This is an optimization exercise on Yosys and OpenROAD, whose aim is small area and a short achievable clock period, not a production implementation. Where RTL was checked, it was by simulation tests only, not by an equivalence proof against the original.

==> flow/design.v <==
package pfs_pkg;
    localparam int WORD_W = 256;
    localparam int ADDR_W = 22;
    localparam int SA     = 5;
    localparam int SB     = 4;
    localparam logic [1:0] F_IDLE  = 2'd0;
    localparam logic [1:0] F_HEAD  = 2'd1;
    localparam logic [1:0] F_HWAIT = 2'd2;
    localparam logic [1:0] F_BODY  = 2'd3;
endpackage
module pattern_fetch_send (
    input  logic                         pixel_clk,
    input  logic                         pixel_rst_n,
    input  logic                         start,
    input  logic [2:0]                   pixel_sync,    
    input  logic                         mem_ready,
    output logic [pfs_pkg::ADDR_W:0]     mem_req,       
    input  logic [pfs_pkg::WORD_W:0]     mem_rsp,       
    output logic [2:0]                   gen_sync,      
    output logic [23:0]                  gen_rgb        
);
    localparam int W  = pfs_pkg::WORD_W;
    localparam int SA = pfs_pkg::SA;
    localparam int SB = pfs_pkg::SB;
    logic rsp_valid;
    logic de;
    assign rsp_valid = mem_rsp[W];
    assign de        = pixel_sync[2];
    logic [1:0]                 fst;
    logic                       req_q;
    logic [pfs_pkg::ADDR_W-1:0] addr_q;
    logic                       hcalc;       
    logic [23:0]                tb_hi;       
    logic [7:0]                 tail;        
    logic                       tail_nz;     
    logic [7:0]                 h_fill;
    logic [31:0]                pcnt;        
    logic [23:0]                wcnt;        
    logic                       asel;        
    logic [2:0]                 used_a;      
    logic [2:0]                 used_b;
    logic                       wr_ok;       
    logic                       wsel;        
    logic [3:0]                 tq;          
    logic [1:0]                 tq_w;
    logic [1:0]                 tq_r;
    logic acc, acc_body, lp_cur, ls_cur, cand, can, raise, wr;
    logic pop, pop_a, pop_b;     
    logic pop_a_q, pop_b_q;      
    logic empty_set;
    assign acc      = req_q && mem_ready;
    assign acc_body = acc && fst == pfs_pkg::F_BODY;
    assign lp_cur   = wcnt[23:1] == 23'd0 && wcnt[0] == !tail_nz;
    assign ls_cur   = lp_cur && pcnt == 32'd1;
    assign cand     = fst == pfs_pkg::F_BODY && (req_q ? (mem_ready && !ls_cur) : 1'b1);
    assign can      = asel ? (used_b != 3'(SB) || pop_b_q) : (used_a != 3'(SA) || pop_a_q);
    assign raise    = cand && can;
    assign mem_req  = {req_q, addr_q};
    assign empty_set = (tb_hi == 24'd0 && tail == 8'd0) || pcnt == 32'd0;
    assign wr       = rsp_valid && wr_ok;
    always_ff @(posedge pixel_clk or negedge pixel_rst_n) begin
        if (!pixel_rst_n) begin
            fst    <= pfs_pkg::F_IDLE;
            req_q  <= 1'b0;
            hcalc  <= 1'b0;
            wr_ok  <= 1'b1;
        end else begin
            hcalc <= 1'b0;
            wr_ok <= !(fst == pfs_pkg::F_HEAD || (fst == pfs_pkg::F_HWAIT && !rsp_valid));
            case (fst)
                pfs_pkg::F_IDLE: begin
                    if (hcalc && !empty_set) begin
                        fst <= pfs_pkg::F_BODY;
                    end else if (start) begin
                        fst   <= pfs_pkg::F_HEAD;
                        req_q <= 1'b1;
                    end
                end
                pfs_pkg::F_HEAD: begin
                    if (mem_ready) begin
                        req_q <= 1'b0;
                        fst   <= pfs_pkg::F_HWAIT;
                    end
                end
                pfs_pkg::F_HWAIT: begin
                    if (rsp_valid) begin
                        hcalc <= 1'b1;
                        fst   <= pfs_pkg::F_IDLE;
                    end
                end
                default: begin
                    req_q <= (req_q && !mem_ready) || raise;
                    if (acc && ls_cur) begin
                        fst <= pfs_pkg::F_IDLE;
                    end
                end
            endcase
        end
    end
    always_ff @(posedge pixel_clk) begin
        if (acc) begin
            addr_q <= addr_q + 1'b1;
        end
        if (acc_body) begin
            tq_w <= tq_w + 2'd1;
        end
        if (wr) begin
            tq_r <= tq_r + 2'd1;
            wsel <= !wsel;
        end
        if (raise) begin
            asel <= !asel;
        end
        if (fst == pfs_pkg::F_BODY || pop_a_q || pop_b_q) begin
            used_a <= used_a + 3'(raise && !asel) - 3'(pop_a_q);
            used_b <= used_b + 3'(raise && asel) - 3'(pop_b_q);
        end
        if (fst == pfs_pkg::F_IDLE && !(hcalc && !empty_set) && start) begin
            addr_q <= '0;
            asel   <= 1'b0;
            used_a <= '0;
            used_b <= '0;
            wsel   <= 1'b0;
            tq_w   <= '0;
            tq_r   <= '0;
        end
    end
    always_ff @(posedge pixel_clk) begin
        if (fst == pfs_pkg::F_HWAIT && rsp_valid) begin
            tb_hi  <= mem_rsp[255:232];
            tail   <= mem_rsp[231:224];
            pcnt   <= mem_rsp[223:192];
            h_fill <= mem_rsp[191:184];
        end
        if (hcalc) begin
            wcnt    <= tb_hi;
            tail    <= tail - 8'd1;
            tail_nz <= tail != 8'd0;
        end
        if (acc_body) begin
            tq[tq_w] <= lp_cur;
            if (lp_cur) begin
                wcnt <= tb_hi;
                pcnt <= pcnt - 32'd1;
            end else begin
                wcnt <= wcnt - 24'd1;
            end
        end
    end
    logic [W-1:0]  a [SA];
    logic [W-1:0]  b [SB];
    logic [SA-1:0] lp_a, v_a, ld_a, gap_a;
    logic [SB-1:0] lp_b, v_b, ld_b, gap_b;
    logic          rsel;     
    logic          pa;       
    logic          tag;
    assign tag = tq[tq_r];
    always_comb begin
        gap_a[0] = !v_a[0] || pop_a_q;
        for (int i = 1; i < SA; i++) begin
            gap_a[i] = gap_a[i-1] || !v_a[i];
        end
        for (int i = 0; i < SA - 1; i++) begin
            ld_a[i] = v_a[i+1] && gap_a[i];
        end
        ld_a[SA-1] = wr && !wsel;
        gap_b[0] = !v_b[0] || pop_b_q;
        for (int i = 1; i < SB; i++) begin
            gap_b[i] = gap_b[i-1] || !v_b[i];
        end
        for (int i = 0; i < SB - 1; i++) begin
            ld_b[i] = v_b[i+1] && gap_b[i];
        end
        ld_b[SB-1] = wr && wsel;
    end
    always_ff @(posedge pixel_clk) begin
        for (int i = 0; i < SA - 1; i++) begin
            if (ld_a[i]) begin
                a[i]    <= a[i+1];
                lp_a[i] <= lp_a[i+1];
            end
        end
        if (ld_a[SA-1]) begin
            a[SA-1]    <= mem_rsp[W-1:0];
            lp_a[SA-1] <= tag;
        end
        for (int i = 0; i < SB - 1; i++) begin
            if (ld_b[i]) begin
                b[i]    <= b[i+1];
                lp_b[i] <= lp_b[i+1];
            end
        end
        if (ld_b[SB-1]) begin
            b[SB-1]    <= mem_rsp[W-1:0];
            lp_b[SB-1] <= tag;
        end
    end
    always_ff @(posedge pixel_clk or negedge pixel_rst_n) begin
        if (!pixel_rst_n) begin
            v_a     <= '0;
            v_b     <= '0;
            pop_a_q <= 1'b0;
            pop_b_q <= 1'b0;
        end else begin
            pop_a_q <= pop_a;
            pop_b_q <= pop_b;
            v_a[0] <= ld_a[0] || (v_a[0] && !pop_a_q);
            for (int i = 1; i < SA; i++) begin
                v_a[i] <= ld_a[i] || (v_a[i] && !ld_a[i-1]);
            end
            v_b[0] <= ld_b[0] || (v_b[0] && !pop_b_q);
            for (int i = 1; i < SB; i++) begin
                v_b[i] <= ld_b[i] || (v_b[i] && !ld_b[i-1]);
            end
        end
    end
    logic [7:0] bit_idx;
    logic [7:0] fill;        
    logic       head_v;
    logic       head_lp;
    logic       cur_bit;
    logic       last_bit;
    assign head_v   = rsel ? v_b[0] : v_a[0];
    assign head_lp  = rsel ? lp_b[0] : lp_a[0];
    assign cur_bit  = rsel ? b[0][~bit_idx] : a[0][~bit_idx];
    assign last_bit = bit_idx == 8'hff || (head_lp && bit_idx == tail);
    assign pa       = head_v && fill == 8'd0 && last_bit;
    assign pop      = de && pa;
    assign pop_a    = pop && !rsel;
    assign pop_b    = pop && rsel;
    always_ff @(posedge pixel_clk) begin
        if (hcalc) begin
            bit_idx <= '0;
            fill    <= h_fill;
            rsel    <= 1'b0;
        end else if (de && head_v) begin
            if (fill == 8'd0) begin
                fill    <= h_fill;
                bit_idx <= last_bit ? 8'd0 : bit_idx + 8'd1;
                if (last_bit) begin
                    rsel <= !rsel;
                end
            end else begin
                fill <= fill - 8'd1;
            end
        end
    end
    logic show;
    logic white_r, white_g, white_b;
    assign show = de && head_v && cur_bit;
    always_ff @(posedge pixel_clk or negedge pixel_rst_n) begin
        if (!pixel_rst_n) begin
            white_r <= 1'b1;
        end else begin
            white_r <= !show;
        end
    end
    always_ff @(posedge pixel_clk or negedge pixel_rst_n) begin
        if (!pixel_rst_n) begin
            white_b <= 1'b0;
        end else begin
            white_b <= !show;
        end
    end
    always_ff @(posedge pixel_clk) begin
        gen_sync <= pixel_sync;
        white_g  <= !show;
    end
    assign gen_rgb = {{8{white_r}}, {8{white_g}}, {8{white_b}}};
endmodule
export LEC_CHECK = 0
export CAP_MARGIN = 20
export CORE_MARGIN = 2
export CORE_UTILIZATION = 40
export CTS_BUF_LIST = sky130_fd_sc_hd__clkbuf_8 sky130_fd_sc_hd__clkbuf_16
export CTS_CLUSTER_DIAMETER = 80
export CTS_CLUSTER_SIZE = 25
export SLEW_MARGIN = 20
create_clock -name core_clock -period 12.0 [get_ports {pixel_clk}]
standard.sh (not shown) runs the stock make flow with config.mk's settings and CLKGATE_MAP_FILE= SYNTH_SCRIPT=/design/flow/synth_recipe.tcl, a recipe that flattens the netlist after the stock synthesis.
==> flow/flow/run.sh <==
#!/bin/bash
# Standard layout, with timing repair aimed below the clock period,
# single-drive port buffers and a clock tree without dummy loads.
set -euo pipefail
CTS="-sink_clustering_enable -repair_clock_nets -sink_clustering_size 25 -sink_clustering_max_diameter 80 -buf_list {sky130_fd_sc_hd__clkbuf_8 sky130_fd_sc_hd__clkbuf_16} -dont_use_dummy_load"
bash standard.sh SETUP_SLACK_MARGIN=8.3 "BUFFER_PORTS_ARGS=-buffer_cell sky130_fd_sc_hd__buf_2" "CTS_ARGS=$CTS" finish > flow_make.log 2>&1
Next try:
--- a/flow/design.v
+++ b/flow/design.v
@@ -53,5 +53,5 @@
     assign lp_cur   = wcnt[23:1] == 23'd0 && wcnt[0] == !tail_nz;
     assign ls_cur   = lp_cur && pcnt == 32'd1;
-    assign cand     = fst == pfs_pkg::F_BODY && (req_q ? (mem_ready && !ls_cur) : 1'b1);
+    assign cand     = fst == pfs_pkg::F_BODY && !req_q;
     assign can      = asel ? (used_b != 3'(SB) || pop_b_q) : (used_a != 3'(SA) || pop_a_q);
     assign raise    = cand && can;
@@ -92,5 +92,6 @@
                     req_q <= (req_q && !mem_ready) || raise;
                     if (acc && ls_cur) begin
-                        fst <= pfs_pkg::F_IDLE;
+                        fst   <= pfs_pkg::F_IDLE;
+                        req_q <= 1'b0;
                     end
                 end
@@ -249,21 +250,9 @@
     logic white_r, white_g, white_b;
     assign show = de && head_v && cur_bit;
-    always_ff @(posedge pixel_clk or negedge pixel_rst_n) begin
-        if (!pixel_rst_n) begin
-            white_r <= 1'b1;
-        end else begin
-            white_r <= !show;
-        end
-    end
-    always_ff @(posedge pixel_clk or negedge pixel_rst_n) begin
-        if (!pixel_rst_n) begin
-            white_b <= 1'b0;
-        end else begin
-            white_b <= !show;
-        end
-    end
     always_ff @(posedge pixel_clk) begin
         gen_sync <= pixel_sync;
+        white_r  <= !show || !pixel_rst_n;
         white_g  <= !show;
+        white_b  <= !show && pixel_rst_n;
     end
     assign gen_rgb = {{8{white_r}}, {8{white_g}}, {8{white_b}}};
Outcome:
- The changed run completed with no timing, DRC or antenna violations
- non-clock buffer count is lower by 10
- final area barely changes
- maximum frequency grows by 3.9%
- register-to-register slack got worse by 0.03 ns
- final cell count came out lower by 0.52%
For the first run of this note, only the layout was checked, not whether the RTL still works.

==> separate check: timing with driven ports <==
How much do the figures lean on ideal ports? The routed layouts below were timed once more, with nothing changed but the port constraints.
Step 1 assumes that a clkbuf_16 drives the clock port and a buf_2 every other input.
Step 2 adds t to the input delays and takes it off the output delays; t is the mean of the earliest and latest rising clock arrival at the registers after step 1. Input paths then give back, and output paths get back, about the clock's delay inside the block.
Slacks: ideal ports / drivers / drivers and shift; pairs: ideal ports / drivers.
run	t, ns	slack for setup (ns)	clock arrival spread, ns
the first run	0.818	8.056 / 7.965 / 7.530	0.096 / 0.096
the second run	0.824	8.205 / 8.124 / 7.547	0.090 / 0.090
After both steps setup and hold are still met in every run listed. For the second run, which loses most, drivers alone change the setup slack by -0.081 ns; drivers and shift together by -0.658 ns.
